Context: an optimization exercise on an open-source flow, tuned for small area, a short achievable clock period and few clock cycles. The choices shown serve that exercise and are no tape-out recipe.
The RTL was checked by simulation tests, not by an equivalence proof against the original design.

==> flow/design.v, too long to show whole: its modules and the start of the top module <==
// module kes_ctrl: 255 lines
// module kes_mul: 3162 lines
// module kes_datapath: 344 lines
// module kepler_equation_solver_unit: 105 lines
module kepler_equation_solver_unit #(
	parameter int MAX_ITERATIONS = 30
) (
	input  logic             clk,
	input  logic             arst_n,
	input  logic             start,
	output logic             busy,
	input  logic [31:0]      mean_anomaly,
	input  logic [27:0]      eccentricity,
	output logic             done,
	output logic [31:0]      eccentric_anomaly,
	output logic [4:0]       step_count,
	output logic             converged,
	input  logic             psel,
	input  logic             penable,
	input  logic             pwrite,
	input  logic [2:0]       paddr,
	input  logic [31:0]      pwdata,
	output logic [31:0]      prdata,
	output logic             pready
);
  // ...
==> flow/flow/run.sh <==
#!/bin/bash
set -euo pipefail
bash standard.sh finish SETUP_SLACK_MARGIN=7 > flow_make.log 2>&1
==> flow/standard.sh <==
#!/bin/bash
# synth_recipe.tcl (not shown) runs the flow's synth.tcl, then flattens the netlist and writes it again
# the make line also repeats each setting of config.mk as NAME=value (left out here)
make -C /OpenROAD-flow-scripts/flow DESIGN_CONFIG=/design/flow/config.mk WORK_HOME=/design/flow/orfs CLKGATE_MAP_FILE= SYNTH_SCRIPT=/design/flow/synth_recipe.tcl "${@:-finish}"
==> flow/config.mk <==
export PLATFORM = sky130hd
export DESIGN_NAME = kepler_equation_solver_unit
export DESIGN_NICKNAME = kepler_equation_solver_unit
export VERILOG_FILES = /design/flow/design.v
export SDC_FILE = /design/flow/constraint.sdc
export NUM_CORES = 4
export LEC_CHECK = 0
export CAP_MARGIN = 20
export CORE_MARGIN = 2
export CORE_UTILIZATION = 40
export SLEW_MARGIN = 20
==> flow/constraint.sdc <==
create_clock -name core_clock -period 13.0 [get_ports {clk}]
set_input_delay 2.6000 -clock core_clock [delete_from_list [all_inputs] [get_ports {clk}]]
set_output_delay 2.6000 -clock core_clock [all_outputs]
set_load 0.01 [all_outputs]
==> results_dict.tcl, run 1 <==
set metrics [dict create \
    status "no timing/DRC/antenna violations" \
    fill_cells 23600 \
    holdWs_ns 0.326 \
    die_height_um 510 \
    hold_viol 0 \
    coreArea_um2 254000 \
    vias 75000 \
    syn2layout_area_growth_pct 11.0 \
    yosysTopAreaCellShare 0.265 \
    wl_met3_um 28500 \
    nets 11600 \
    reg.largest.list "u_datapath.bea_q x192, u_datapath.ea_q x64, u_datapath.m_q x64" \
    clkbuf_count 198 \
    mostFrequentLayoutCell "inv_1" \
    worstMarginPinSlew_ns 1.13 \
    cp_max_fo 30 \
    timing.reg2reg.setup_slack_ns 7.00 \
    top_layer "met5" \
    synth_area_um2 102000 \
    stdcell_count 13500 \
    routedWlPerCell_um 23.6 \
    post-route-util 0.447 \
    syn-instance-count 9927 \
    seq_share 0.321 \
    synth_xor_area_frac 0.0401 \
    timing.final.crit_share 0.461 \
    numClockSinks 1336 \
    min_to "u_datapath.sc2_q[0]" \
    grt_usage 0.243 \
    slowest_stage "a2111oi_4" \
    mostFrequentLayoutCells "1299 x inv_1, 934 x and2_1, 903 x edfxtp_1" \
    dpl_cell_area_um2 108000 \
    crit_required_ns 13.67 \
    die_x_um 510 \
    synth_compound_gate_area_share 0.116 \
    overflow 0 \
]
Testbench counts, summed over its fixed seeds: cycles 123,189.
==> module kes_ctrl, before the edit <==
module kes_ctrl #(
	parameter int NDIV = 16,
	parameter int NB = 6,                  
	localparam int BW = $clog2(NB),
	localparam int SW = $clog2(NB + 2) + 1  
) (
	input  logic        clk,
	input  logic        arst_n,
	input  logic        start,
	input  logic        big,       
	input  logic        finish,    
	output logic        load,      
	output logic        lctx,
	output logic        pick,      
	output logic        pick_ctx,
	output logic        cur,       
	output logic [23:0] cw,        
	output logic        pctx,      
	output logic        p_t0,      
	output logic        p_tv,
	output logic        p_t1,
	output logic        p_k1,
	output logic        p_k2,
	output logic        p_div,
	output logic        p_dfirst,
	output logic        p_dlast,
	output logic        p_u2,
	output logic        bw,        
	output logic        bwctx,
	output logic [BW-1:0] bslot,
	output logic [NB+1:0] osel,    
	output logic        busy,
	output logic        done
);
	function automatic logic [23:0] rom(input logic [4:0] pc);
		logic [4:0] sa;
		logic [3:0] sb, sr, kc;
		logic [2:0] sc, op;
		logic       cs;
		sa = '0; sb = '0; sr = 4'd15; sc = '0; op = '0; cs = 1'b0; kc = 4'd0;
		case (pc)
			5'd0:  begin op = 3'd1; end
			5'd1:  begin sa = 5'b00001; sb = 4'b0001; op = 3'd2; end
			5'd3:  begin sa = 5'b00010; sr = 4'd0; op = 3'd3; end
			5'd4:  begin sa = 5'b00100; sr = 4'd5; end
			5'd5:  begin sa = 5'b00100; sb = 4'b0010; sc = 3'b001; kc = 4'd0; op = 3'd6; end
			5'd6:  begin sa = 5'b00100; sb = 4'b0010; sc = 3'b001; cs = 1'b1; kc = 4'd5; end
			5'd7:  begin sa = 5'b00010; sr = 4'd1; op = 3'd4; end
			5'd8:  begin sa = 5'b00010; sr = 4'd6; op = 3'd5; end
			5'd9:  begin sa = 5'b00100; sb = 4'b0010; sc = 3'b001; kc = 4'd1; end
			5'd10: begin sa = 5'b00100; sb = 4'b0010; sc = 3'b001; cs = 1'b1; kc = 4'd6; end
			5'd11: begin sa = 5'b00010; sr = 4'd2; op = 3'd4; end
			5'd12: begin sa = 5'b00010; sr = 4'd7; op = 3'd5; end
			5'd13: begin sa = 5'b00100; sb = 4'b0010; sc = 3'b001; kc = 4'd2; end
			5'd14: begin sa = 5'b00100; sb = 4'b0010; sc = 3'b001; cs = 1'b1; kc = 4'd7; end
			5'd15: begin sa = 5'b00010; sr = 4'd3; op = 3'd4; end
			5'd16: begin sa = 5'b00010; sr = 4'd8; op = 3'd5; end
			5'd17: begin sa = 5'b00100; sb = 4'b0010; sc = 3'b001; kc = 4'd3; end
			5'd18: begin sa = 5'b00100; sb = 4'b0010; sc = 3'b001; cs = 1'b1; kc = 4'd8; end
			5'd19: begin sa = 5'b00010; sr = 4'd4; op = 3'd4; end
			5'd20: begin sa = 5'b00010; sr = 4'd9; op = 3'd5; end
			5'd21: begin sa = 5'b01000; sb = 4'b0010; sc = 3'b010; kc = 4'd4; end
			5'd22: begin sa = 5'b00100; sb = 4'b0010; sc = 3'b001; cs = 1'b1; kc = 4'd9; end
			5'd23: begin sa = 5'b10000; sb = 4'b0100; end
			5'd24: begin sa = 5'b10000; sb = 4'b1000; sc = 3'b100; end
			default: ;
		endcase
		rom = {sa, sb, sr, sc, op, cs, kc};
	endfunction
	localparam logic [4:0] PC_LAST = 5'd22;
	localparam logic [2:0] C_FREE  = 3'd0;
	localparam logic [2:0] C_READY = 3'd1;
	localparam logic [2:0] C_MULT  = 3'd2;
	localparam logic [2:0] C_POST  = 3'd3;
	localparam logic [2:0] C_FIN   = 3'd4;
	localparam logic [2:0] C_OUT   = 3'd5;
	localparam logic [2:0] P_IDLE = 3'd0;
	localparam logic [2:0] P_T1   = 3'd1;
	localparam logic [2:0] P_K1   = 3'd2;
	localparam logic [2:0] P_K2   = 3'd3;
	localparam logic [2:0] P_K3   = 3'd4;
	localparam logic [2:0] P_DIV  = 3'd5;
	localparam logic [2:0] P_U1   = 3'd6;
	localparam logic [2:0] P_U2   = 3'd7;
	logic [2:0]  cs_q [2];
	logic [2:0]  cs_n [2];
	logic [SW-1:0] seq_q [2];
	logic [SW-1:0] bseq_q [NB];
	logic [NB-1:0] bv_q, bv_n, bout_q, o_buf;
	logic [SW-1:0] inseq_q, outseq_q;
	logic [NB+1:0] osel_q, osel_n;
	logic        mrun_q, mrun_n, cur_q, cur_n;
	logic [3:0]  tq_q, tq_n;
	logic        lastctx_q, lastctx_n;
	logic [4:0]  pc_q, pc_n;
	logic [2:0]  ps_q, ps_n;
	logic        pctx_q, pctx_n;
	logic [$clog2(NDIV)-1:0] divc_q, divc_n;
	logic [23:0] cw_q, cw_n;
	logic        dfirst_q, dlast_q;
	logic [1:0]  freeish, rdy, fin_now, o_ctx, fin_wait;
	logic        older1;
	logic [SW-1:0] age0, age1;
	always_comb begin
		for (int c = 0; c < 2; c++)
			freeish[c] = (cs_q[c] == C_FREE) || (cs_q[c] == C_OUT);
		busy = !(freeish[0] || freeish[1]);
		load = start && !busy;
		lctx = !freeish[0];
		for (int c = 0; c < 2; c++) begin
			fin_now[c] = (ps_q == P_U2) && (pctx_q == c[0]);
			rdy[c] = (cs_q[c] == C_READY) || (fin_now[c] && !finish);
		end
		pick = ((mrun_q && (pc_q == PC_LAST)) || (!mrun_q && !tq_q[0])) && (rdy[0] || rdy[1]);
		age0 = seq_q[0] - outseq_q;
		age1 = seq_q[1] - outseq_q;
		older1 = age1 < age0;
		pick_ctx = (rdy[0] && rdy[1]) ? older1 : rdy[1];
		for (int c = 0; c < 2; c++) begin
			o_ctx[c] = (seq_q[c] == outseq_q)
			        && ((cs_q[c] == C_FIN) || (fin_now[c] && finish));
			fin_wait[c] = (cs_q[c] == C_FIN) && !o_ctx[c];
		end
		for (int b = 0; b < NB; b++)
			o_buf[b] = bv_q[b] && !bout_q[b] && (bseq_q[b] == outseq_q);
		osel_n = {o_buf, o_ctx};
		bw    = (fin_wait[0] || fin_wait[1]) && !(&bv_q);
		bwctx = !fin_wait[0];
		bslot = '0;
		for (int b = NB - 1; b >= 0; b--)
			if (!bv_q[b])
				bslot = BW'(b);
		bv_n  = bv_q & ~bout_q;
		if (bw)
			bv_n[bslot] = 1'b1;
		for (int c = 0; c < 2; c++) begin
			cs_n[c] = cs_q[c];
			case (cs_q[c])
				C_FREE, C_OUT: cs_n[c] = C_FREE;
				C_MULT:        if (tq_q[3] && (lastctx_q == c[0])) cs_n[c] = C_POST;
				C_POST:        if (fin_now[c])
				                   cs_n[c] = finish ? (o_ctx[c] ? C_OUT : C_FIN) : C_READY;
				C_FIN:         if (o_ctx[c])
				                   cs_n[c] = C_OUT;
				               else if (bw && (bwctx == c[0]))
				                   cs_n[c] = C_FREE;
				default: ;
			endcase
			if (rdy[c] && pick && (pick_ctx == c[0]))
				cs_n[c] = C_MULT;
			if (load && (lctx == c[0]))
				cs_n[c] = C_READY;
		end
		mrun_n    = mrun_q;
		cur_n     = cur_q;
		pc_n      = pc_q + 5'd1;
		tq_n      = {tq_q[2:0], mrun_q && (pc_q == PC_LAST)};
		lastctx_n = (mrun_q && (pc_q == PC_LAST)) ? cur_q : lastctx_q;
		if (mrun_q && (pc_q == PC_LAST))
			mrun_n = 1'b0;
		if (pick) begin
			mrun_n = 1'b1;
			cur_n  = pick_ctx;
			pc_n   = '0;
		end
		cw_n = mrun_n ? rom(pc_n) : '0;
		if (tq_n[0])
			cw_n = cw_n | rom(5'd23);
		if (tq_n[2])
			cw_n = cw_n | rom(5'd24);
		pctx_n = pctx_q;
		divc_n = '0;
		case (ps_q)
			P_K1:  ps_n = P_K2;
			P_K2:  ps_n = P_DIV;
			P_DIV: begin
				ps_n   = P_DIV;
				divc_n = divc_q + 1'b1;
				if ((divc_q == '0) && big)
					ps_n = P_U2;
				if (divc_q == ($clog2(NDIV))'(NDIV - 1))
					ps_n = P_U2;
			end
			default: ps_n = P_IDLE;
		endcase
		if (tq_q[3]) begin
			ps_n   = P_K1;
			pctx_n = lastctx_q;
		end
	end
	always_ff @(posedge clk or negedge arst_n) begin
		if (!arst_n) begin
			cs_q[0]   <= C_FREE;
			cs_q[1]   <= C_FREE;
			seq_q[0]  <= '0;
			seq_q[1]  <= '0;
			for (int b = 0; b < NB; b++)
				bseq_q[b] <= '0;
			bv_q      <= '0;
			bout_q    <= '0;
			inseq_q   <= '0;
			outseq_q  <= '0;
			osel_q    <= '0;
			mrun_q    <= 1'b0;
			tq_q      <= '0;
			lastctx_q <= 1'b0;
			cur_q     <= 1'b0;
			pc_q      <= '0;
			ps_q      <= P_IDLE;
			pctx_q    <= 1'b0;
			divc_q    <= '0;
			cw_q      <= '0;
			dfirst_q  <= 1'b0;
			dlast_q   <= 1'b0;
		end else begin
			cs_q[0]  <= cs_n[0];
			cs_q[1]  <= cs_n[1];
			if (load) begin
				seq_q[lctx] <= inseq_q;
				inseq_q     <= inseq_q + SW'(1);
			end
			if (bw)
				bseq_q[bslot] <= seq_q[bwctx];
			bv_q     <= bv_n;
			bout_q   <= o_buf;
			outseq_q <= outseq_q + SW'(|osel_n);
			osel_q   <= osel_n;
			mrun_q   <= mrun_n;
			tq_q     <= tq_n;
			lastctx_q <= lastctx_n;
			cur_q    <= cur_n;
			pc_q     <= pc_n;
			ps_q     <= ps_n;
			pctx_q   <= pctx_n;
			divc_q   <= divc_n;
			cw_q     <= cw_n;
			dfirst_q <= ps_q == P_K2;
			dlast_q  <= (ps_q == P_DIV) && (divc_q == ($clog2(NDIV))'(NDIV - 2)) && !((divc_q == '0) && big);
		end
	end
	assign cur   = cur_q;
	assign cw    = cw_q;
	assign pctx  = pctx_q;
	assign p_t1  = tq_q[2];
	assign p_t0  = tq_q[0];
	assign p_tv  = tq_q[1];
	assign p_k1  = ps_q == P_K1;
	assign p_k2  = ps_q == P_K2;
	assign p_div = ps_q == P_DIV;
	assign p_dfirst = dfirst_q;
	assign p_dlast  = dlast_q;
	assign p_u2  = ps_q == P_U2;
	assign osel  = osel_q;
	assign done  = |osel_q;
endmodule
==> module kes_datapath, before the edit <==
module kes_datapath #(
	parameter int MAX_ITERATIONS = 30,
	parameter int NB = 6,
	localparam int BW = $clog2(NB),
	localparam int CW = $clog2(MAX_ITERATIONS + 1),
	localparam int QB = 32
) (
	input  logic               clk,
	input  logic               load,
	input  logic               lctx,
	input  logic               pick,
	input  logic               pick_ctx,
	input  logic               cur,
	input  logic [23:0]        cw,
	input  logic               pctx,
	input  logic               p_t0,
	input  logic               p_tv,
	input  logic               p_t1,
	input  logic               p_k1,
	input  logic               p_k2,
	input  logic               p_div,
	input  logic               p_dfirst,
	input  logic               p_dlast,
	input  logic               p_u2,
	input  logic               bw,
	input  logic               bwctx,
	input  logic [BW-1:0]      bslot,
	input  logic [NB+1:0]      osel,
	input  logic signed [31:0] mean_anomaly,
	input  logic [27:0]        eccentricity,
	input  logic [27:0]        tolerance,
	output logic               big,
	output logic               finish,
	output logic signed [31:0] eccentric_anomaly,
	output logic [4:0]         step_count,
	output logic               converged
);
	logic [4:0] sa;
	logic [3:0] sb;
	logic [3:0] sr;
	logic [2:0] sc;
	logic [2:0] op;
	logic       cs;
	logic [3:0] kc;
	assign {sa, sb, sr, sc, op, cs, kc} = cw;
	logic signed [31:0] m_q [2];
	logic signed [31:0] ea_q [2];
	logic [27:0]        e_q [2];
	logic [CW-1:0]      cnt_q [2];
	logic               conv_q [2];
	logic signed [31:0] bea_q [NB];
	logic [CW-1:0]      bcnt_q [NB];
	logic               bconv_q [NB];
	logic [27:0]        ecur_q;
	logic [4:0]         kpos_q, kneg_q;
	logic [1:0]         kq_q;
	logic signed [34:0] x0_q;
	logic [29:0]        a_q;
	logic               xneg_q;
	logic [1:0]         quad_q;
	logic [29:0]        y_q, v_q;
	logic [8:0]         ns_q, nc_q;
	logic [29:0]        opa_q;
	logic [30:0]        opb_q;
	logic [2:0]         sc1_q, sc2_q;
	logic               msk_q, cupm2_q;
	logic [8:0]         qe9_q, n9_q;
	logic [3:0]         kc_q;
	logic [30:0]        pes_q, pcr_q;
	logic               peven_q, psneg_q, pcneg_q;
	logic signed [35:0] d4_q, f_q, nf_q;
	logic signed [31:0] pea_q;
	logic               fneg_q, fzero_q, big_q;
	logic [30:0]        d_q;
	logic [32:0]        d3_q;
	logic [30:0]        rem_q;
	logic [QB-1:0]      rq_q;
	logic [27:0]        dq_q;
	function automatic logic signed [34:0] fold_t(input int j);
		case (j)
			0:       fold_t = 35'sd843314856;
			1:       fold_t = 35'sd2529944569;
			2:       fold_t = 35'sd4216574282;
			3:       fold_t = 35'sd5903203995;
			default: fold_t = 35'sd7589833708;
		endcase
	endfunction
	function automatic logic signed [34:0] fold_kh(input int j);
		case (j)
			0:       fold_kh = 35'sd1686629713;
			1:       fold_kh = 35'sd3373259426;
			2:       fold_kh = 35'sd5059889139;
			3:       fold_kh = 35'sd6746518852;
			default: fold_kh = 35'sd8433148565;
		endcase
	endfunction
	logic signed [34:0] x0, kh, xp, xn;
	logic [4:0]         kpos, kneg;
	logic [1:0]         kq;
	logic [29:0]        fa;
	always_comb begin
		x0 = $signed({ea_q[cur][31], ea_q[cur], 2'b00});
		kpos = '0;
		kneg = '0;
		kq = 2'd0;
		for (int j = 0; j < 5; j++) begin
			if (x0 > fold_t(j)) begin
				kpos = 5'd1 << j;
				kq   = 2'(j + 1);
			end else if (x0 < -fold_t(j)) begin
				kneg = 5'd1 << j;
				kq   = 2'(-(j + 1));
			end
		end
		kh = '0;
		for (int j = 0; j < 5; j++)
			kh = kh | ({35{kpos_q[j]}} & fold_kh(j)) | ({35{kneg_q[j]}} & -fold_kh(j));
		xp = x0_q - kh;
		xn = kh - x0_q;
		fa = xp[34] ? xn[29:0] : xp[29:0];
	end
	logic [60:0] prod;
	logic [28:0] qe;
	logic [8:0]  nsel;
	logic [7:0]  kk;
	logic [8:0]  rr9;
	logic        cup;
	logic [29:0] opa_n;
	logic [30:0] opb_n;
	logic [29:0] opc;
	kes_mul u_mul (
		.clk (clk),
		.a   (opa_q),
		.b   (opb_q),
		.c   (opc),
		.p   (prod)
	);
	assign qe   = prod[60:32];
	assign nsel = cs ? nc_q : ns_q;
	assign kk   = kes_pkg::horner_k(kc_q);
	assign rr9  = n9_q - 9'(qe9_q * kk);
	assign cup  = rr9 >= {1'b0, kk};
	always_comb begin
		opa_n = ({30{sa[0]}} & fa)
		      | ({30{sa[1]}} & prod[59:30])
		      | ({30{sa[2]}} & y_q)
		      | ({30{sa[3]}} & a_q)
		      | ({30{sa[4]}} & {2'b0, ecur_q});
		opb_n = ({31{sb[0]}} & {1'b0, fa})
		      | ({31{sb[1]}} & {2'b01, ~qe})
		      | ({31{sb[2]}} & prod[60:30])
		      | ({31{sb[3]}} & {1'b0, ~v_q})
		      | kes_pkg::horner_r(sr);
		opc   = (({30{sc2_q[0]}} & y_q)
		      | ({30{sc2_q[1]}} & a_q)
		      | ({30{sc2_q[2]}} & {2'b0, ecur_q})) & ~{30{cupm2_q}};
	end
	logic               sneg, cneg;
	logic [35:0]        psx, npsx;
	logic [32:0]        pcx;
	logic signed [35:0] f_n, nf_n;
	logic signed [32:0] d33;
	logic [30:0]        d_n;
	logic [35:0]        mag;
	always_comb begin
		sneg = psneg_q;
		cneg = pcneg_q;
		psx  = sneg ? {5'b0, pes_q} : ~{5'b0, pes_q};
		npsx = ~psx;
		pcx  = cneg ? {2'b0, pcr_q} : ~{2'b0, pcr_q};
	end
	assign f_n  = d4_q + $signed(psx) + 36'(!sneg);
	assign nf_n = $signed(~d4_q) + $signed(npsx) + (sneg ? 36'sd2 : 36'sd1);
	assign d33  = $signed({2'b0, kes_pkg::ONE30}) + $signed(pcx) + 33'(!cneg);
	assign d_n  = (d33 < 33'sd1) ? 31'd1 : d33[30:0];
	assign mag  = fneg_q ? nf_q : f_q;
	assign big  = (mag[35:33] != 3'd0) || (mag[32:0] >= {1'b0, d_q, 1'b0});
	logic [32:0] sh, d1, d2;
	logic [30:0] rem_n;
	logic [1:0]  dig;
	assign d1 = {2'b0, d_q};
	assign d2 = {1'b0, d_q, 1'b0};
	assign sh = p_dfirst ? mag[32:0] : {rem_q, rq_q[QB-1:QB-2]};
	always_comb begin
		if ((sh >= d3_q) && !p_dfirst) begin
			rem_n = 31'(sh - d3_q);
			dig   = 2'd3;
		end else if ((sh >= d2) && !p_dfirst) begin
			rem_n = 31'(sh - d2);
			dig   = 2'd2;
		end else if (sh >= d1) begin
			rem_n = 31'(sh - d1);
			dig   = 2'd1;
		end else begin
			rem_n = sh[30:0];
			dig   = 2'd0;
		end
	end
	logic [28:0]        qhi, qhi1;
	logic               qbig;
	logic [27:0]        dq_last, dq;
	logic               conv_n;
	logic signed [33:0] ea_w, dq_s, ea_n;
	logic signed [31:0] ea_sat;
	logic [CW-1:0]      cnt_next;
	assign qhi     = rq_q[28:0];
	assign qbig    = rq_q[28] || (rq_q[27] && ((rq_q[26:0] != 27'd0) || (dig != 2'd0)));
	assign qhi1    = qhi + 29'd1;
	assign dq_last = qbig ? kes_pkg::DQ_MAX : (dig[1] ? qhi1[27:0] : qhi[27:0]);
	assign dq      = big_q ? kes_pkg::DQ_MAX : dq_q;
	assign conv_n  = dq <= tolerance;
	assign ea_w = $signed({{2{pea_q[31]}}, pea_q});
	assign dq_s = $signed({6'b0, dq});
	always_comb begin
		if (fzero_q)
			ea_n = ea_w;
		else if (fneg_q)
			ea_n = ea_w + dq_s;
		else
			ea_n = ea_w - dq_s;
		if (ea_n > 34'sd2147483647)
			ea_sat = 32'sh7fff_ffff;
		else if (ea_n < -34'sd2147483648)
			ea_sat = 32'sh8000_0000;
		else
			ea_sat = ea_n[31:0];
	end
	assign cnt_next = cnt_q[pctx] + CW'(1);
	assign finish   = conv_n || (cnt_next == CW'(MAX_ITERATIONS));
	always_ff @(posedge clk) begin
		for (int c = 0; c < 2; c++) begin
			if (load && (lctx == c[0])) begin
				m_q[c]   <= mean_anomaly;
				ea_q[c]  <= mean_anomaly;
				e_q[c]   <= eccentricity;
				cnt_q[c] <= '0;
			end
			if (p_u2 && (pctx == c[0])) begin
				ea_q[c]   <= ea_sat;
				cnt_q[c]  <= cnt_next;
				conv_q[c] <= conv_n;
			end
		end
		if (bw) begin
			bea_q[bslot]   <= ea_q[bwctx];
			bcnt_q[bslot]  <= cnt_q[bwctx];
			bconv_q[bslot] <= conv_q[bwctx];
		end
		opa_q <= opa_n;
		opb_q <= opb_n;
		sc1_q   <= sc;
		msk_q   <= sc[0] | sc[1];
		qe9_q   <= qe[8:0];
		n9_q    <= nsel;
		kc_q    <= kc;
		sc2_q   <= sc1_q;
		cupm2_q <= msk_q & cup;
		if (op == 3'd1) begin
			x0_q   <= x0;
			kpos_q <= kpos;
			kneg_q <= kneg;
			kq_q   <= kq;
		end
		if (op == 3'd2) begin
			a_q    <= fa;
			xneg_q <= xp[34];
			quad_q <= kq_q;
		end
		if (op == 3'd6)
			ecur_q <= e_q[cur];
		if (op == 3'd3) begin
			y_q  <= prod[59:30];
			ns_q <= prod[38:30];
			nc_q <= prod[38:30];
		end
		if (op == 3'd4)
			ns_q <= prod[38:30];
		if (op == 3'd5)
			nc_q <= prod[38:30];
		if (p_t0) begin
			peven_q <= !quad_q[0];
			case (quad_q)
				2'd0:    begin psneg_q <= xneg_q;  pcneg_q <= 1'b0; end
				2'd1:    begin psneg_q <= 1'b0;    pcneg_q <= !xneg_q; end
				2'd2:    begin psneg_q <= !xneg_q; pcneg_q <= 1'b1; end
				default: begin psneg_q <= 1'b1;    pcneg_q <= xneg_q; end
			endcase
		end
		if (p_tv)
			v_q <= prod[60:31];
		if (p_t1) begin
			if (peven_q)
				pes_q <= prod[58:28];
			else
				pcr_q <= prod[58:28];
		end
		if (p_k1) begin
			pea_q   <= ea_q[pctx];
			if (peven_q)
				pcr_q <= prod[58:28];
			else
				pes_q <= prod[58:28];
			d4_q    <= 36'($signed({ea_q[pctx][31], ea_q[pctx]}) - $signed({m_q[pctx][31], m_q[pctx]})) <<< 2;
		end
		if (p_k2) begin
			f_q    <= f_n;
			nf_q   <= nf_n;
			fneg_q <= f_n[35];
			d_q    <= d_n;
		end
		if (p_dfirst) begin
			big_q   <= big;
			fzero_q <= mag == 36'd0;
			d3_q    <= {2'b0, d_q} + {1'b0, d_q, 1'b0};
		end
		if (p_div) begin
			rem_q <= rem_n;
			rq_q  <= p_dfirst ? {30'b0, dig} : {rq_q[QB-3:0], dig};
		end
		if (p_dlast)
			dq_q <= dq_last;
	end
	always_comb begin
		logic signed [31:0] r_ea;
		logic [CW-1:0]      r_cnt;
		logic               r_conv;
		r_ea   = '0;
		r_cnt  = '0;
		r_conv = 1'b0;
		for (int c = 0; c < 2; c++) begin
			r_ea   = r_ea | ({32{osel[c]}} & ea_q[c]);
			r_cnt  = r_cnt | ({CW{osel[c]}} & cnt_q[c]);
			r_conv = r_conv | (osel[c] & conv_q[c]);
		end
		for (int b = 0; b < NB; b++) begin
			r_ea   = r_ea | ({32{osel[b + 2]}} & bea_q[b]);
			r_cnt  = r_cnt | ({CW{osel[b + 2]}} & bcnt_q[b]);
			r_conv = r_conv | (osel[b + 2] & bconv_q[b]);
		end
		eccentric_anomaly = r_ea;
		step_count        = 5'(r_cnt);
		converged         = r_conv;
	end
endmodule
==> inputs of run 2 (changes only) <==
--- a/flow/design.v
+++ b/flow/design.v
@@ -141,3 +141,4 @@
 	logic        dfirst_q, dlast_q;
-	logic [1:0]  freeish, rdy, fin_now, o_ctx, fin_wait;
+	logic [1:0]  freeish_n, rdy, fin_now, o_ctx, fin_wait;
+	logic        busy_q, lctx_q;
 	logic        older1;
@@ -145,7 +146,5 @@
 	always_comb begin
-		for (int c = 0; c < 2; c++)
-			freeish[c] = (cs_q[c] == C_FREE) || (cs_q[c] == C_OUT);
-		busy = !(freeish[0] || freeish[1]);
-		load = start && !busy;
-		lctx = !freeish[0];
+		busy = busy_q;
+		load = start && !busy_q;
+		lctx = lctx_q;
 		for (int c = 0; c < 2; c++) begin
@@ -194,2 +193,4 @@
 		end
+		for (int c = 0; c < 2; c++)
+			freeish_n[c] = (cs_n[c] == C_FREE) || (cs_n[c] == C_OUT);
 		mrun_n    = mrun_q;
@@ -234,2 +235,4 @@
 			cs_q[0]   <= C_FREE;
+			busy_q    <= 1'b0;
+			lctx_q    <= 1'b0;
 			cs_q[1]   <= C_FREE;
@@ -257,2 +260,4 @@
 			cs_q[0]  <= cs_n[0];
+			busy_q   <= !(freeish_n[0] || freeish_n[1]);
+			lctx_q   <= !freeish_n[0];
 			cs_q[1]  <= cs_n[1];
@@ -3512,3 +3517,3 @@
 	logic [27:0]        ecur_q;
-	logic [4:0]         kpos_q, kneg_q;
+	logic signed [34:0] kh_q;
 	logic [1:0]         kq_q;
@@ -3528,3 +3533,4 @@
 	logic               peven_q, psneg_q, pcneg_q;
-	logic signed [35:0] d4_q, f_q, nf_q;
+	logic signed [35:0] d4_q;
+	logic [2:0]         maghi_q;
 	logic signed [31:0] pea_q;
@@ -3535,3 +3541,6 @@
 	logic [QB-1:0]      rq_q;
-	logic [27:0]        dq_q;
+	logic [28:0]        qinc_q;
+	logic               cinc_q;
+	logic [CW-1:0]      pcnt_q;
+	logic               plast_q;
 	function automatic logic signed [34:0] fold_t(input int j);
@@ -3574,5 +3583,5 @@
 		for (int j = 0; j < 5; j++)
-			kh = kh | ({35{kpos_q[j]}} & fold_kh(j)) | ({35{kneg_q[j]}} & -fold_kh(j));
-		xp = x0_q - kh;
-		xn = kh - x0_q;
+			kh = kh | ({35{kpos[j]}} & fold_kh(j)) | ({35{kneg[j]}} & -fold_kh(j));
+		xp = x0_q - kh_q;
+		xn = kh_q - x0_q;
 		fa = xp[34] ? xn[29:0] : xp[29:0];
@@ -3633,4 +3642,4 @@
 	assign d_n  = (d33 < 33'sd1) ? 31'd1 : d33[30:0];
-	assign mag  = fneg_q ? nf_q : f_q;
-	assign big  = (mag[35:33] != 3'd0) || (mag[32:0] >= {1'b0, d_q, 1'b0});
+	assign mag  = f_n[35] ? nf_n : f_n;
+	assign big  = (maghi_q != 3'd0) || ({rem_q, rq_q[QB-1:QB-2]} >= {1'b0, d_q, 1'b0});
 	logic [32:0] sh, d1, d2;
@@ -3640,3 +3649,3 @@
 	assign d2 = {1'b0, d_q, 1'b0};
-	assign sh = p_dfirst ? mag[32:0] : {rem_q, rq_q[QB-1:QB-2]};
+	assign sh = {rem_q, rq_q[QB-1:QB-2]};
 	always_comb begin
@@ -3656,5 +3665,5 @@
 	end
-	logic [28:0]        qhi, qhi1;
+	logic [30:0]        q;
 	logic               qbig;
-	logic [27:0]        dq_last, dq;
+	logic [27:0]        dq;
 	logic               conv_n;
@@ -3663,8 +3672,7 @@
 	logic [CW-1:0]      cnt_next;
-	assign qhi     = rq_q[28:0];
-	assign qbig    = rq_q[28] || (rq_q[27] && ((rq_q[26:0] != 27'd0) || (dig != 2'd0)));
-	assign qhi1    = qhi + 29'd1;
-	assign dq_last = qbig ? kes_pkg::DQ_MAX : (dig[1] ? qhi1[27:0] : qhi[27:0]);
-	assign dq      = big_q ? kes_pkg::DQ_MAX : dq_q;
-	assign conv_n  = dq <= tolerance;
+	assign q       = rq_q[30:0];
+	assign qbig    = q[30] || (q[29] && (q[28:0] != 29'd0));
+	assign dq      = (big_q || qbig) ? kes_pkg::DQ_MAX : (q[1] ? qinc_q[27:0] : q[29:2]);
+	assign conv_n  = (big_q || qbig) ? (kes_pkg::DQ_MAX <= tolerance)
+	               : (q[1] ? cinc_q : (q[29:2] <= tolerance));
 	assign ea_w = $signed({{2{pea_q[31]}}, pea_q});
@@ -3685,4 +3693,4 @@
 	end
-	assign cnt_next = cnt_q[pctx] + CW'(1);
-	assign finish   = conv_n || (cnt_next == CW'(MAX_ITERATIONS));
+	assign cnt_next = pcnt_q;
+	assign finish   = conv_n || plast_q;
 	always_ff @(posedge clk) begin
@@ -3717,4 +3725,3 @@
 			x0_q   <= x0;
-			kpos_q <= kpos;
-			kneg_q <= kneg;
+			kh_q   <= kh;
 			kq_q   <= kq;
@@ -3756,2 +3763,4 @@
 			pea_q   <= ea_q[pctx];
+			pcnt_q  <= cnt_q[pctx] + CW'(1);
+			plast_q <= cnt_q[pctx] + CW'(1) == CW'(MAX_ITERATIONS);
 			if (peven_q)
@@ -3763,6 +3772,7 @@
 		if (p_k2) begin
-			f_q    <= f_n;
-			nf_q   <= nf_n;
-			fneg_q <= f_n[35];
-			d_q    <= d_n;
+			fneg_q  <= f_n[35];
+			maghi_q <= mag[35:33];
+			rem_q   <= mag[32:2];
+			rq_q    <= {mag[1:0], 30'b0};
+			d_q     <= d_n;
 		end
@@ -3770,3 +3780,3 @@
 			big_q   <= big;
-			fzero_q <= mag == 36'd0;
+			fzero_q <= (maghi_q == 3'd0) && (sh == 33'd0);
 			d3_q    <= {2'b0, d_q} + {1'b0, d_q, 1'b0};
@@ -3775,6 +3785,8 @@
 			rem_q <= rem_n;
-			rq_q  <= p_dfirst ? {30'b0, dig} : {rq_q[QB-3:0], dig};
+			rq_q  <= {rq_q[QB-3:0], dig};
+		end
+		if (p_dlast) begin
+			qinc_q <= rq_q[28:0] + 29'd1;
+			cinc_q <= (rq_q[28:0] + 29'd1) <= 29'(tolerance);
 		end
-		if (p_dlast)
-			dq_q <= dq_last;
 	end
==> flow/flow/run.sh (replaced) <==
#!/bin/bash
set -euo pipefail
bash standard.sh finish SETUP_SLACK_MARGIN=8 > flow_make.log 2>&1
==> results_dict.tcl, run 2 <==
set metrics [dict create \
    setup_tns_ns 0 \
    mostFrequentLayoutCells "1272 x inv_1, 969 x and2_1, 859 x fa_1" \
    crit_path_end_kind "flop" \
    cts-root-buf "clkbuf_16" \
    vias 76500 \
    period_minus_slack_ns 5.56 \
    cp-start-kind "flop" \
    largest_reg_flops 192 \
    slowest_delay_ns 0.63 \
    yosysWarnings 13 \
    yosys-top-cells-area "edfxtp_1 25%, fa_1 17%, ha_1 7.7%" \
    cts_buffers 152 \
    slowest_stage "o21ai_0" \
    finalClockSkew_ns 0.0470 \
    crit_required_ns 13.66 \
    grt_usage 0.251 \
    slew_violations 0 \
    synth_commonest_cells "1287 x inv_1, 971 x and2_1, 868 x fa_1, 852 x edfxtp_1, 618 x ha_1" \
    port_buffers 162 \
    cp_max_fo 6 \
    yosysSeqAreaShare 0.346 \
    worstMarginPinSlew_ns 1.19 \
    drc 0 \
    coreArea_um2 251000 \
    antenna_left 0 \
    first_pass_iters 8 \
    cts_tree "built" \
    synth_edf_count 852 \
    post_drt_via_cell_ratio 5.63 \
    overflow 0 \
    globalplace.congestion 0.910 \
    routedWlPerCell_um 24.1 \
    htree_levels 4 \
    hold_path_class "reg2reg" \
    antenna_found_initial 35 \
    syn2layout_area_growth_pct 14.3 \
    nets 11700 \
    crit_family "compound AO/OA/AOI/OAI gates" \
    die_height_um 506 \
    clk_pin_slew_ns 0.06 \
    regMostFlops "u_datapath.bea_q" \
    timing.final.crit_share 0.428 \
    rows 184 \
    grt_first_pass_wirelength_um 489000 \
    hpwl_um 223000 \
    synth_area_um2 101000 \
    initialDrtViolationCount 7282 \
    numClockSinks 1287 \
    die-area_um2 256000 \
    setup_ws_ns 7.44 \
    final_layout_size_suffix_gt1_frac 0.112 \
    synth_ff_type "edfxtp_1" \
    die_x_um 506 \
    yosysUniqueCellTypes 100 \
    grt_max_degree 71 \
    yosysTopAreaCell "edfxtp_1" \
    reg.largest.list "u_datapath.bea_q x192, u_datapath.ea_q x64, u_datapath.m_q x64" \
    async_flop_share 0.103 \
    status "no timing/DRC/antenna violations" \
    avgSynthCellArea_um2 10.2 \
    routed_wl_um 327000 \
    slew_headroom 0.204 \
    synth_seq_cells 1287 \
    mostFrequentLayoutCell "inv_1" \
    yosysTopAreaCellShare 0.253 \
    clk_path_buf_depth 3 \
    yosysMostFrequentCell "inv_1" \
    max_freq_mhz 180 \
    hold_viol 0 \
    clk_latency_ns 0.83 \
    critical_path_arrival_ns 6.23 \
    max_cap_violations 0 \
    rsz0062_at_grt "true" \
    worst-setup-path-type "reg2reg" \
    cp_num_buf_inv 6 \
    io_pins 174 \
    place_ws_ns 6.03 \
    start_util 0.402 \
    setup_viol 0 \
    syn-instance-count 9912 \
    grt_pass1_vias 77600 \
]
run 2: cell types whose count changed in the layout (fill, tap and decap cells not counted), sizes merged, moves of 37 or more:
cell,change
nor2,-62
and2,+37
clkdlybuf4s50,-39
buf,+157
edfxtp,-51
nand2,+37
o21ai,+47
run 2: cells by family after synthesis:
logic type | after synthesis | synth area share
compound gates | 1860 | 0.121
xor+xnor | 454 | 0.0394
flops | 1287 | 0.346
simple gates | 2736 | 0.142
buf+inv | 1743 | 0.0658
mux | 319 | 0.0341
other cells | 2 | 0.0000744
fa+ha+maj | 1511 | 0.251
run 2: per-stage QoR:
stage	instance area [um^2]	util	hold slack, ns	instances
2_1_floorplan	101000	-	0.310	9915
3_3_place_gp	106000	0.424	0.310	13100
3_5_place_dp	106000	0.424	0.314	13100
4_1_cts	114000	0.453	0.327	13500
5_1_grt	115000	0.459	0.328	13600
6_report	115000	0.459	0.327	13600
run 2: final cells by class:
cell class                 count  area (um^2)
fill                       23100       136000
multi-input combinational   6887        61200
sequential                  1287        35000
inverter                    1292         4890
timing repair buffer         474         4870
tap                         3348         4190
clock buffer                 184         3980
clock inverter               100         1080
antenna                       17         42.5
timing repair inverter         1         7.51
run 2: path summary, 6_finish.rpt:
kind / start / endpoint / slack, ns / cells after the start
setup / recovery: u_datapath.rq_q[1] / u_datapath.ea_q[0][30] / 7.44 / 27
hold / removal: u_datapath.sc1_q[0] / u_datapath.sc2_q[0] / 0.33 / 0
setup reg to reg: u_datapath.rq_q[1] / u_datapath.ea_q[0][30] / 7.44 / 27
hold reg to reg: u_datapath.sc1_q[0] / u_datapath.sc2_q[0] / 0.33 / 0
max in group asynchronous: arst_n / u_ctrl.osel_q[1] / 9.71 / 2
min in group asynchronous: arst_n / tol_q[23] / 1.79 / 1
run 2: layer usage:
| metal | GRT usage | up-vias | routed length [um] |
|---|---|---|---|
| li1 | - | 34100 | - |
| met1 | 0.335 | 38500 | 135000 |
| met2 | 0.403 | 3198 | 152000 |
| met3 | 0.0398 | 714 | 25200 |
| met4 | 0.113 | 18 | 15600 |
| met5 | 0 | - | 110 |
run 2: repair_timing:
| action | 4_1_cts | 5_1_grt |
|---|---|---|
| pin swaps | 120 | 114 |
| hold buffers | 0 | 0 |
| gates cloned | 10 | 1 |
| setup buffers | 99 | 68 |
| setup endpoints to repair | 466 | 366 |
| resized for setup | 266 | 276 |
run 2: worst reg2reg max path, delay by kind of cell (launching register included):
family / cells / cell delay [ns]
AOI/OAI and AO/OA: 13 / 2.98
buffers and inverters: 6 / 0.78
and+or+nand+nor: 4 / 0.56
xor gates and xnor gates: 1 / 0.11
adders and majority gates: 3 / 0.56
DFF: 1 / 0.45
Testbench counts of run 2, summed over its fixed seeds: cycles 123,189.
==> inputs of run 3 (changes only) <==
--- a/flow/design.v
+++ b/flow/design.v
@@ -159,4 +159,3 @@
 		for (int c = 0; c < 2; c++) begin
-			o_ctx[c] = (seq_q[c] == outseq_q)
-			        && ((cs_q[c] == C_FIN) || (fin_now[c] && finish));
+			o_ctx[c] = (seq_q[c] == outseq_q) && (cs_q[c] == C_FIN);
 			fin_wait[c] = (cs_q[c] == C_FIN) && !o_ctx[c];
@@ -181,3 +180,3 @@
 				C_POST:        if (fin_now[c])
-				                   cs_n[c] = finish ? (o_ctx[c] ? C_OUT : C_FIN) : C_READY;
+				                   cs_n[c] = finish ? C_FIN : C_READY;
 				C_FIN:         if (o_ctx[c])
@@ -298,3 +297,3 @@
 	assign p_u2  = ps_q == P_U2;
-	assign osel  = osel_q;
+	assign osel  = osel_n;
 	assign done  = |osel_q;
@@ -3490,3 +3489,3 @@
 	input  logic [BW-1:0]      bslot,
-	input  logic [NB+1:0]      osel,
+	input  logic [NB+1:0]      osel,      
 	input  logic signed [31:0] mean_anomaly,
@@ -3541,4 +3540,4 @@
 	logic [QB-1:0]      rq_q;
-	logic [28:0]        qinc_q;
-	logic               cinc_q;
+	logic [27:0]        dq_q;
+	logic               conv1_q;
 	logic [CW-1:0]      pcnt_q;
@@ -3665,5 +3664,5 @@
 	end
-	logic [30:0]        q;
-	logic               qbig;
-	logic [27:0]        dq;
+	logic [28:0]        qhi, qhi1;
+	logic               qbig, cmax, cv_last;
+	logic [27:0]        dq_last, dq;
 	logic               conv_n;
@@ -3672,7 +3671,10 @@
 	logic [CW-1:0]      cnt_next;
-	assign q       = rq_q[30:0];
-	assign qbig    = q[30] || (q[29] && (q[28:0] != 29'd0));
-	assign dq      = (big_q || qbig) ? kes_pkg::DQ_MAX : (q[1] ? qinc_q[27:0] : q[29:2]);
-	assign conv_n  = (big_q || qbig) ? (kes_pkg::DQ_MAX <= tolerance)
-	               : (q[1] ? cinc_q : (q[29:2] <= tolerance));
+	assign qhi     = rq_q[28:0];
+	assign qhi1    = qhi + 29'd1;
+	assign qbig    = rq_q[28] || (rq_q[27] && ((rq_q[26:0] != 27'd0) || (dig != 2'd0)));
+	assign dq_last = qbig ? kes_pkg::DQ_MAX : (dig[1] ? qhi1[27:0] : qhi[27:0]);
+	assign cmax    = kes_pkg::DQ_MAX <= tolerance;
+	assign cv_last = qbig ? cmax : (dig[1] ? (qhi1 <= 29'(tolerance)) : (qhi <= 29'(tolerance)));
+	assign dq      = big_q ? kes_pkg::DQ_MAX : dq_q;
+	assign conv_n  = big_q ? cmax : conv1_q;
 	assign ea_w = $signed({{2{pea_q[31]}}, pea_q});
@@ -3788,6 +3790,9 @@
 		if (p_dlast) begin
-			qinc_q <= rq_q[28:0] + 29'd1;
-			cinc_q <= (rq_q[28:0] + 29'd1) <= 29'(tolerance);
+			dq_q    <= dq_last;
+			conv1_q <= cv_last;
 		end
 	end
+	logic signed [31:0] rea_n, rea_q;
+	logic [CW-1:0]      rcnt_n, rcnt_q;
+	logic               rconv_n, rconv_q;
 	always_comb begin
@@ -3809,6 +3814,14 @@
 		end
-		eccentric_anomaly = r_ea;
-		step_count        = 5'(r_cnt);
-		converged         = r_conv;
+		rea_n   = r_ea;
+		rcnt_n  = r_cnt;
+		rconv_n = r_conv;
 	end
+	always_ff @(posedge clk) begin
+		rea_q   <= rea_n;
+		rcnt_q  <= rcnt_n;
+		rconv_q <= rconv_n;
+	end
+	assign eccentric_anomaly = rea_q;
+	assign step_count        = 5'(rcnt_q);
+	assign converged         = rconv_q;
 endmodule
==> results_dict.tcl, run 3 <==
set metrics [dict create \
    synth_compound_gate_area_share 0.120 \
    max_freq_mhz 186 \
    cp.depth 19 \
    clk_pin_slew_ns 0.06 \
    yosys.area_share.simple 0.140 \
    overflow 0 \
    antenna_found_initial 33 \
    grt_first_pass_wirelength_um 485000 \
    clk_latency_ns 0.83 \
    crit_chain "buf_12, buf_12, a222oi_1, nor2_1, fa_1, ha_4, nand4_1, nor4_2, nand2_1, o211a_4, a31oi_4, a2111o_1, buf_6, a21o_1, a21oi_2, xnor2_2, inv_2, a221oi_4, nand2_1" \
    period_minus_slack_ns 5.37 \
    slew_violations 0 \
    multiInputGateArea_um2 60500 \
    timing.final.crit_share 0.413 \
    max_cap_violations 0 \
    routedWlPerCell_um 24.1 \
    final_layout_size_suffix_gt1_frac 0.102 \
    antenna_left 0 \
    crit_path_end_kind "flop" \
    rsz0062_at_grt "true" \
    synth_fa_ha_area_frac 0.250 \
    globalplace.congestion 0.925 \
    hpwl_um 222000 \
    finalClockSkew_ns 0.0448 \
    grt_usage 0.249 \
    first_pass_iters 12 \
    die_x_um 507 \
    r2r_cells 19 \
    yosysTopAreaCellShare 0.253 \
    io_pins 174 \
    htree_levels 4 \
    async_flop_share 0.100 \
    port_buffers 162 \
    synth_top_family_by_area "adder cells" \
    grt_pass1_vias 76700 \
    regMostFlops "u_datapath.bea_q" \
    rows 184 \
    vias 75900 \
    synth_ff_type "edfxtp_1" \
    yosysWarnings 13 \
    syn2layout_area_growth_pct 13.1 \
    cp-start-kind "flop" \
    critical_path_arrival_ns 6.07 \
    setup_viol 0 \
    status "no timing/DRC/antenna violations" \
    cts_tree "built" \
    synth_edf_count 852 \
    worst-setup-path-type "reg2reg" \
    yosysSeqAreaShare 0.353 \
    cp_max_fo 8 \
    mostFrequentLayoutCells "1253 x inv_1, 962 x and2_1, 866 x fa_1" \
    initialDrtViolationCount 7819 \
    hold_viol 0 \
    largest_reg_flops 192 \
    synth_xor_area_frac 0.0418 \
    seq_area_um2 35800 \
    slowest_stage "a222oi_1" \
    clk_path_buf_depth 3 \
    setup_tns_ns 0 \
    die-area_um2 257000 \
    coreArea_um2 251000 \
    reg.largest.list "u_datapath.bea_q x192, u_datapath.ea_q x64, u_datapath.m_q x64" \
    dpl_cell_area_um2 106000 \
    fill_cells 23400 \
    fin_area_um2 114000 \
    synth_seq_cells 1325 \
    start_util 0.402 \
    yosysUniqueCellTypes 109 \
    die_height_um 507 \
    crit_required_ns 13.70 \
    synth_area_um2 101000 \
    holdWs_ns 0.325 \
    crit_family "compound AO/OA/AOI/OAI gates" \
    yosys-top-cells-area "edfxtp_1 25%, fa_1 17%, ha_1 7.6%" \
    synth.area.mux_share 0.0307 \
    avgSynthCellArea_um2 10.3 \
    slowest_delay_ns 0.94 \
    syn-instance-count 9828 \
    yosysTopAreaCell "edfxtp_1" \
    routed_wl_um 324000 \
    nets 11500 \
    cts-root-buf "clkbuf_16" \
    mostFrequentLayoutCell "inv_1" \
    cp_num_buf_inv 4 \
    min_path_cells 0 \
    hold_path_class "reg2reg" \
    drc 0 \
    grt_max_degree 71 \
    synth_commonest_cells "1270 x inv_1, 963 x and2_1, 868 x fa_1, 852 x edfxtp_1, 618 x ha_1" \
    slew_headroom 0.204 \
    cts_buffers 149 \
    post_drt_via_cell_ratio 5.65 \
    yosysMostFrequentCell "inv_1" \
    worstMarginPinSlew_ns 1.19 \
    numClockSinks 1325 \
]
-- run 3: layer usage --
metal  global-route usage  share of wire  up-vias
li1                     -              -    33700
met1                0.335           0.42    38400
met2                0.401           0.46     3173
met3               0.0393          0.076      655
met4               0.0989          0.043       12
met5                    0        0.00025        -
-- run 3: cell families (layout without fill, tap and decap cells) --
kind of cell	Yosys count	in the layout
DFF	1325	1325
adders and majority gates	1504	1504
AOI/OAI and AO/OA	1823	1823
xor gates and xnor gates	480	480
muxes	287	287
buffers and inverters	1708	1958
other	2	16
and+or+nand+nor	2699	2701
-- run 3: worst paths after layout --
kind	start	endpoint	slack, ns
min	u_datapath.sc1_q[2]	u_datapath.sc2_q[2]	0.33
max in group asynchronous	arst_n	u_ctrl.dlast_q	9.98
min in group asynchronous	arst_n	u_ctrl.cs_q[0][1]	1.78
max reg2reg	u_datapath.sc2_q[0]	u_datapath.opb_q[15]	7.63
min reg2reg	u_datapath.sc1_q[2]	u_datapath.sc2_q[2]	0.33
max	u_datapath.sc2_q[0]	u_datapath.opb_q[15]	7.63
-- run 3: through the flow --
stage / setup WS, ns / util / instances
after detailed placement: 6.59 / 0.424 / 13000
final: 7.63 / 0.455 / 13400
after global routing: 7.57 / 0.455 / 13400
after floorplan: 7.96 / - / 9831
after CTS: 7.83 / 0.449 / 13400
after global placement: 6.45 / 0.424 / 13000
-- run 3: area by class of cell --
cell class                 instances  area share
multi-input combinational       6800       0.529
sequential                      1325       0.313
inverter                        1278      0.0424
tap                             3348      0.0366
clock buffer                     197      0.0358
timing repair buffer             403      0.0350
clock inverter                    80     0.00774
antenna                           11    0.000241
-- run 3: timing repair --
item,in CTS,in global routing
hold buffers,0,0
setup endpoints to repair,314,332
gates cloned,6,3
gates resized for setup,162,304
setup buffers,50,61
pin swaps,74,108
Testbench counts of run 3, summed over its fixed seeds: cycles 123,624.
==> inputs of run 4 (changes only) <==
--- a/flow/config.mk
+++ b/flow/config.mk
@@ -9,3 +9,3 @@
 export CORE_MARGIN = 2
-export CORE_UTILIZATION = 40
+export CORE_UTILIZATION = 55
 export SLEW_MARGIN = 20
==> results_dict.tcl, run 4 <==
set metrics [dict create \
    status "no timing/DRC/antenna violations" \
    syn-instance-count 9828 \
    vias 76300 \
    die-area_um2 187000 \
    grt_pass1_vias 76400 \
    slew_headroom 0.183 \
    synth_edf_count 852 \
    cp-start-kind "flop" \
    synth_fa_ha_area_frac 0.250 \
    async_flop_share 0.100 \
    synth_seq_cells 1325 \
    setup_tns_ns 0 \
    yosysTopAreaCellShare 0.253 \
    cp_max_fo 30 \
    antenna_found_initial 49 \
    setup_ws_ns 7.65 \
    routed_wl_um 329000 \
    hold_viol 0 \
    yosysMostFrequentCell "inv_1" \
    reg.largest.list "u_datapath.bea_q x192, u_datapath.ea_q x64, u_datapath.m_q x64" \
    clk_latency_ns 0.83 \
    globalplace.congestion 0.959 \
    cts-root-buf "clkbuf_16" \
    synth_xor_area_frac 0.0418 \
    largest_reg_flops 192 \
    reg2reg_to "u_datapath.opb_q[23]" \
    r2r_cells 21 \
    grt_max_degree 78 \
    timing.reg2reg.setup_slack_ns 7.65 \
    grt_usage 0.349 \
    crit_required_ns 13.70 \
    rows 157 \
    initialDrtViolationCount 7885 \
    cts_tree "built" \
    period_minus_slack_ns 5.35 \
    place_ws_ns 6.11 \
    crit_path_start "u_datapath.sc2_q[1]" \
    final_layout_size_suffix_gt1_frac 0.107 \
    worstMarginPinSlew_ns 1.22 \
    rsz0062_at_grt "true" \
    start_util 0.553 \
    syn2layout_area_growth_pct 12.7 \
    routedWlPerCell_um 26.1 \
    grt_first_pass_wirelength_um 486000 \
    critical_path_arrival_ns 6.06 \
    synth_ff_type "edfxtp_1" \
    drc 0 \
    hold_path_class "reg2reg" \
    hpwl_um 228000 \
    max_freq_mhz 187 \
    crit_path_end_kind "flop" \
    coreArea_um2 183000 \
    max_cap_violations 0 \
    clk_path_buf_depth 3 \
    numClockSinks 1325 \
    yosys-top-cells-area "edfxtp_1 25%, fa_1 17%, ha_1 7.6%" \
    synth_area_um2 101000 \
    clk_pin_slew_ns 0.06 \
    finalClockSkew_ns 0.0626 \
    antenna_left 0 \
    synth_compound_gate_area_share 0.120 \
    cts_buffers 144 \
    synth.area.mux_share 0.0307 \
    die_x_um 433 \
    setup_viol 0 \
    mostFrequentLayoutCells "1251 x inv_1, 962 x and2_1, 867 x fa_1" \
    yosysSeqAreaShare 0.353 \
    first_pass_iters 10 \
    port_buffers 162 \
    regMostFlops "u_datapath.bea_q" \
    endpoint "u_datapath.opb_q[23]" \
    worst-setup-path-type "reg2reg" \
    htree_levels 4 \
    io_pins 174 \
    holdBufCountCts 0 \
    rr_startpoint "u_datapath.sc2_q[1]" \
    slew_violations 0 \
    yosys.area_share.simple 0.140 \
    mostFrequentLayoutCell "inv_1" \
    yosysTopAreaCell "edfxtp_1" \
    synth_top_family_by_area "adder cells" \
    die_height_um 433 \
    timing.final.crit_share 0.412 \
    synth_commonest_cells "1270 x inv_1, 963 x and2_1, 868 x fa_1, 852 x edfxtp_1, 618 x ha_1" \
    yosysWarnings 13 \
    yosysUniqueCellTypes 109 \
    post_drt_via_cell_ratio 6.05 \
    avgSynthCellArea_um2 10.3 \
    overflow 0 \
    nets 11600 \
]
[run 4: worst min path at each step]
stage                         from                   to  slack (ns)  cells past startpoint
6_report       u_datapath.sc1_q[1]  u_datapath.sc2_q[1]        0.33                      0
5_1_grt        u_datapath.sc1_q[1]  u_datapath.sc2_q[1]        0.33                      0
2_1_floorplan  u_datapath.sc1_q[0]  u_datapath.sc2_q[0]        0.31                      0
3_5_place_dp   u_datapath.sc1_q[2]  u_datapath.sc2_q[2]        0.32                      0
3_3_place_gp   u_datapath.sc1_q[2]  u_datapath.sc2_q[2]        0.31                      0
4_1_cts        u_datapath.sc1_q[2]  u_datapath.sc2_q[2]        0.33                      0
[run 4: what timing repair did]
item / CTS / global route
buffers inserted: 81 / 65
resized for setup: 220 / 317
hold endpoints to repair: 0 / 0
endpoints found under the setup margin: 271 / 343
cloned: 3 / 6
pin swaps: 78 / 118
[run 4: cell families (layout without fill, tap and decap cells)]
kind of cell               Yosys count  after routing
adders and majority gates         1504           1504
xor gates and xnor gates           480            480
muxes                              287            287
buffers and inverters             1708           1979
DFF                               1325           1325
AOI/OAI and AO/OA                 1823           1823
and+or+nand+nor                   2699           2700
other                                2             42
[run 4: stage by stage]
step	cells	hold slack (ns)	instance area, um^2	utilization
2_1_floorplan	9831	0.310	101000	-
3_3_place_gp	12100	0.310	105000	0.576
3_5_place_dp	12100	0.316	105000	0.576
4_1_cts	12500	0.327	112000	0.613
5_1_grt	12600	0.328	114000	0.623
6_report	12600	0.329	114000	0.623
[run 4: per-layer routing]
metal,track usage,up-vias,part of all wire
li1,-,33800,-
met1,0.454,38300,0.40
met2,0.565,3389,0.47
met3,0.0492,839,0.074
met4,0.189,0,0.057
met5,0,-,0
[run 4: area by class of cell]
| class | count | area (um^2) |
|---|---|---|
| antenna | 37 | 92.6 |
| clock inverter | 79 | 1090 |
| sequential | 1325 | 35800 |
| inverter | 1278 | 4850 |
| fill | 15200 | 68900 |
| multi-input combinational | 6799 | 60700 |
| timing repair buffer | 433 | 4430 |
| tap | 2464 | 3080 |
| clock buffer | 189 | 3940 |
[run 4: worst max-delay path, cell delays in order (launching register included)]
cell and delay (ns):
dfxtp_1 0.32, buf_12 0.17, a222oi_1 0.95, nor2_1 0.16, fa_1 0.49, ha_1 0.31, nand4_1 0.15, nor4_2 0.33
nand2_1 0.09, o211a_1 0.26, a31oi_2 0.21, buf_6 0.17, a211oi_4 0.07, buf_6 0.17, nor3_4 0.31, buf_4 0.18
a21oi_2 0.05, xnor2_1 0.12, buf_4 0.19, nand2_2 0.08, o211ai_1 0.11, a221o_1 0.32
==> inputs of run 5 (changes only) <==
==> flow/run.sh (new file) <==
#!/bin/bash
# synth_recipe.tcl (not shown) runs the flow's synth.tcl, then flattens the netlist and writes it again
# the make line also repeats each setting of config.mk as NAME=value (left out here)
make -C /OpenROAD-flow-scripts/flow DESIGN_CONFIG=/design/flow/config.mk WORK_HOME=/design/flow/orfs CLKGATE_MAP_FILE= SYNTH_SCRIPT=/design/flow/synth_recipe.tcl finish
--- a/flow/config.mk
+++ b/flow/config.mk
@@ -9,3 +9,4 @@
 export CORE_MARGIN = 2
-export CORE_UTILIZATION = 55
+export CORE_UTILIZATION = 40
+export SETUP_SLACK_MARGIN = 5
 export SLEW_MARGIN = 20
removed: flow/flow/run.sh
removed: flow/standard.sh
==> results_dict.tcl, run 5 <==
set metrics [dict create \
    clk_path_buf_depth 3 \
    slowest_stage "a2111oi_0" \
    max_freq_mhz 151 \
    grt_max_degree 70 \
    synth_seq_cells 1325 \
    hold_path_class "reg2reg" \
    syn2layout_area_growth_pct 10.5 \
    yosysSeqAreaShare 0.353 \
    syn-instance-count 9828 \
    max_cap_violations 0 \
    hold_viol 0 \
    cp_max_fo 24 \
    timing.final.crit_share 0.511 \
    slew_headroom 0.174 \
    avgSynthCellArea_um2 10.3 \
    crit_required_ns 13.53 \
    initialDrtViolationCount 7900 \
    grt_pass1_vias 76100 \
    synth_edf_count 852 \
    hpwl_um 223000 \
    routed-wl-met2_um 149000 \
    status "no timing/DRC/antenna violations" \
    yosysTopAreaCell "edfxtp_1" \
    largest_reg_flops 192 \
    synth_area_um2 101000 \
    reg.largest.list "u_datapath.bea_q x192, u_datapath.ea_q x64, u_datapath.m_q x64" \
    timing.reg2reg.setup_slack_ns 6.36 \
    post_drt_via_cell_ratio 5.63 \
    htree_levels 4 \
    yosys-top-cells-area "edfxtp_1 25%, fa_1 17%, ha_1 7.6%" \
    slowest_delay_ns 0.72 \
    crit_chain "buf_4, clkinv_1, nand2_1, ha_1, a21boi_2, nor2_1, o31ai_1, a31oi_1, ha_1, inv_1, a2111oi_0, o21ai_1, a2111oi_2, o21ai_1, a21oi_2, a21oi_1, xnor2_2, mux2i_1, buf_4, nor2_2, a2111oi_0, o21ai_0" \
    setup_ws_ns 6.36 \
    setup_viol 0 \
    first_pass_iters 11 \
    die_height_um 507 \
    cp-start-kind "flop" \
    cts_buffers 150 \
    finalClockSkew_ns 0.0345 \
    vias 75100 \
    port_buffers 162 \
    drc 0 \
    antenna_found_initial 27 \
    slew_violations 0 \
    holdWs_ns 0.326 \
    cts_tree "built" \
    period_minus_slack_ns 6.64 \
    io_pins 174 \
    rows 184 \
    cts-root-buf "clkbuf_16" \
    grt_usage 0.247 \
    die_x_um 507 \
    met1Wirelength_um 134000 \
    antenna_left 0 \
    worstMarginPinSlew_ns 1.24 \
    coreArea_um2 251000 \
    synth_ff_type "edfxtp_1" \
    clk_latency_ns 0.81 \
    holdBufCountCts 0 \
    regMostFlops "u_datapath.bea_q" \
    multiInputGateArea_um2 59100 \
    fill_cells 23700 \
    place_ws_ns 6.35 \
    routed_wl_um 320000 \
    critical_path_arrival_ns 7.17 \
    crit_path_end_kind "flop" \
    nets 11400 \
    synth_commonest_cells "1270 x inv_1, 963 x and2_1, 868 x fa_1, 852 x edfxtp_1, 618 x ha_1" \
    top_layer "met5" \
    rsz0062_at_grt "false" \
    yosysWarnings 13 \
    setup_tns_ns 0 \
    mostFrequentLayoutCells "1269 x inv_1, 963 x and2_1, 868 x fa_1" \
    cts_resized 0 \
    async_flop_share 0.100 \
    final_layout_size_suffix_gt1_frac 0.0729 \
    yosysUniqueCellTypes 109 \
    wl_met3_um 23600 \
    clk_pin_slew_ns 0.06 \
    seq_area_um2 35800 \
    globalplace.congestion 0.941 \
    mostFrequentLayoutCell "inv_1" \
    routedWlPerCell_um 24.0 \
    die-area_um2 257000 \
    yosysMostFrequentCell "inv_1" \
    start_util 0.402 \
    worst-setup-path-type "reg2reg" \
    numClockSinks 1325 \
    grt_first_pass_wirelength_um 481000 \
    overflow 0 \
    yosysTopAreaCellShare 0.253 \
    post_cts_buffers 0 \
]
## run 5: cell counts after synthesis
Identical to the previous run, type by type.
## run 5: routing by layer
layer / global-route usage / vias up
met3: 0.0382 / 626
met1: 0.331 / 37900
met2: 0.401 / 3046
met4: 0.0951 / 2
li1: - / 33500
met5: 0 / -
## run 5: per-stage QoR
stage	util	std cells	cell area [um^2]
final	0.445	13300	112000
after floorplan	-	9831	101000
after global placement	0.424	13000	107000
after CTS	0.444	13300	112000
after detailed placement	0.424	13000	107000
after global routing	0.445	13300	112000
## run 5: cells by family after synthesis
| family | share of synthesized area |
|---|---|
| buffers and inverters | 0.0642 |
| multiplexers | 0.0307 |
| adder cells (fa/ha/maj) | 0.250 |
| AO/OA/AOI/OAI | 0.120 |
| flip-flops | 0.353 |
| other | 0.0000742 |
| AND/OR/NAND/NOR | 0.140 |
| XOR/XNOR | 0.0418 |
## run 5: path summary, 6_finish.rpt
kind	startpoint	end	cells past startpoint
max in group asynchronous	arst_n	u_ctrl.cur_q	2
setup reg to reg	u_datapath.big_q	u_datapath.ea_q[1][28]	22
min in group asynchronous	arst_n	tol_q[25]	1
hold reg to reg	u_datapath.sc1_q[1]	u_datapath.sc2_q[1]	0
setup / recovery	u_datapath.big_q	u_datapath.ea_q[1][28]	22
hold / removal	u_datapath.sc1_q[1]	u_datapath.sc2_q[1]	0
## run 5: area by class of cell
class                   instances  share of cell area
flip-flops and latches       1325               0.320
repair buffers                302              0.0241
diodes                         10            0.000224
multi-input cells            6798               0.529
clock buffers                 200              0.0377
clock inverters                78             0.00863
well taps                    3348              0.0375
inverters                    1278              0.0429
## run 5: critical path, delay by kind of cell (launching register included)
family,cells,cell delay [ns]
DFF,1,0.35
xor gates and xnor gates,1,0.16
adders and majority gates,2,0.65
muxes,1,0.15
AOI/OAI and AO/OA,11,3.16
and+or+nand+nor,3,0.66
buffers and inverters,4,1.24

-- what the ideal ports hide --
No port has a modelled driver above. Below, the same layouts with a new extraction and two added sets of constraints. Step 1 assumes that a clkbuf_16 drives the clock port and a buf_2 every other input. Step 2, shift: input delay + t, output delay - t, t = (earliest + latest rising clock arrival at the registers) / 2. This alone moves slack from input paths to output paths. a / b / c = no drivers / after step 1 / after step 2; a / b = the first two.
run	shift t [ns]	setup WS [ns]	worst register clock-pin slew, ns
run 1	0.905	7.003 / 7.003 / 7.003	0.07 / 0.07
run 2	0.899	7.438 / 7.438 / 7.246	0.07 / 0.07
run 3	0.893	7.628 / 7.628 / 7.406	0.08 / 0.08
run 4	0.891	7.649 / 7.649 / 7.431	0.07 / 0.07
run 5	0.887	6.362 / 6.362 / 6.362	0.07 / 0.07
After both steps every run listed still meets setup and hold. For run 3, which loses most, drivers alone change the setup slack by 0.000 ns; drivers and shift together by -0.222 ns.
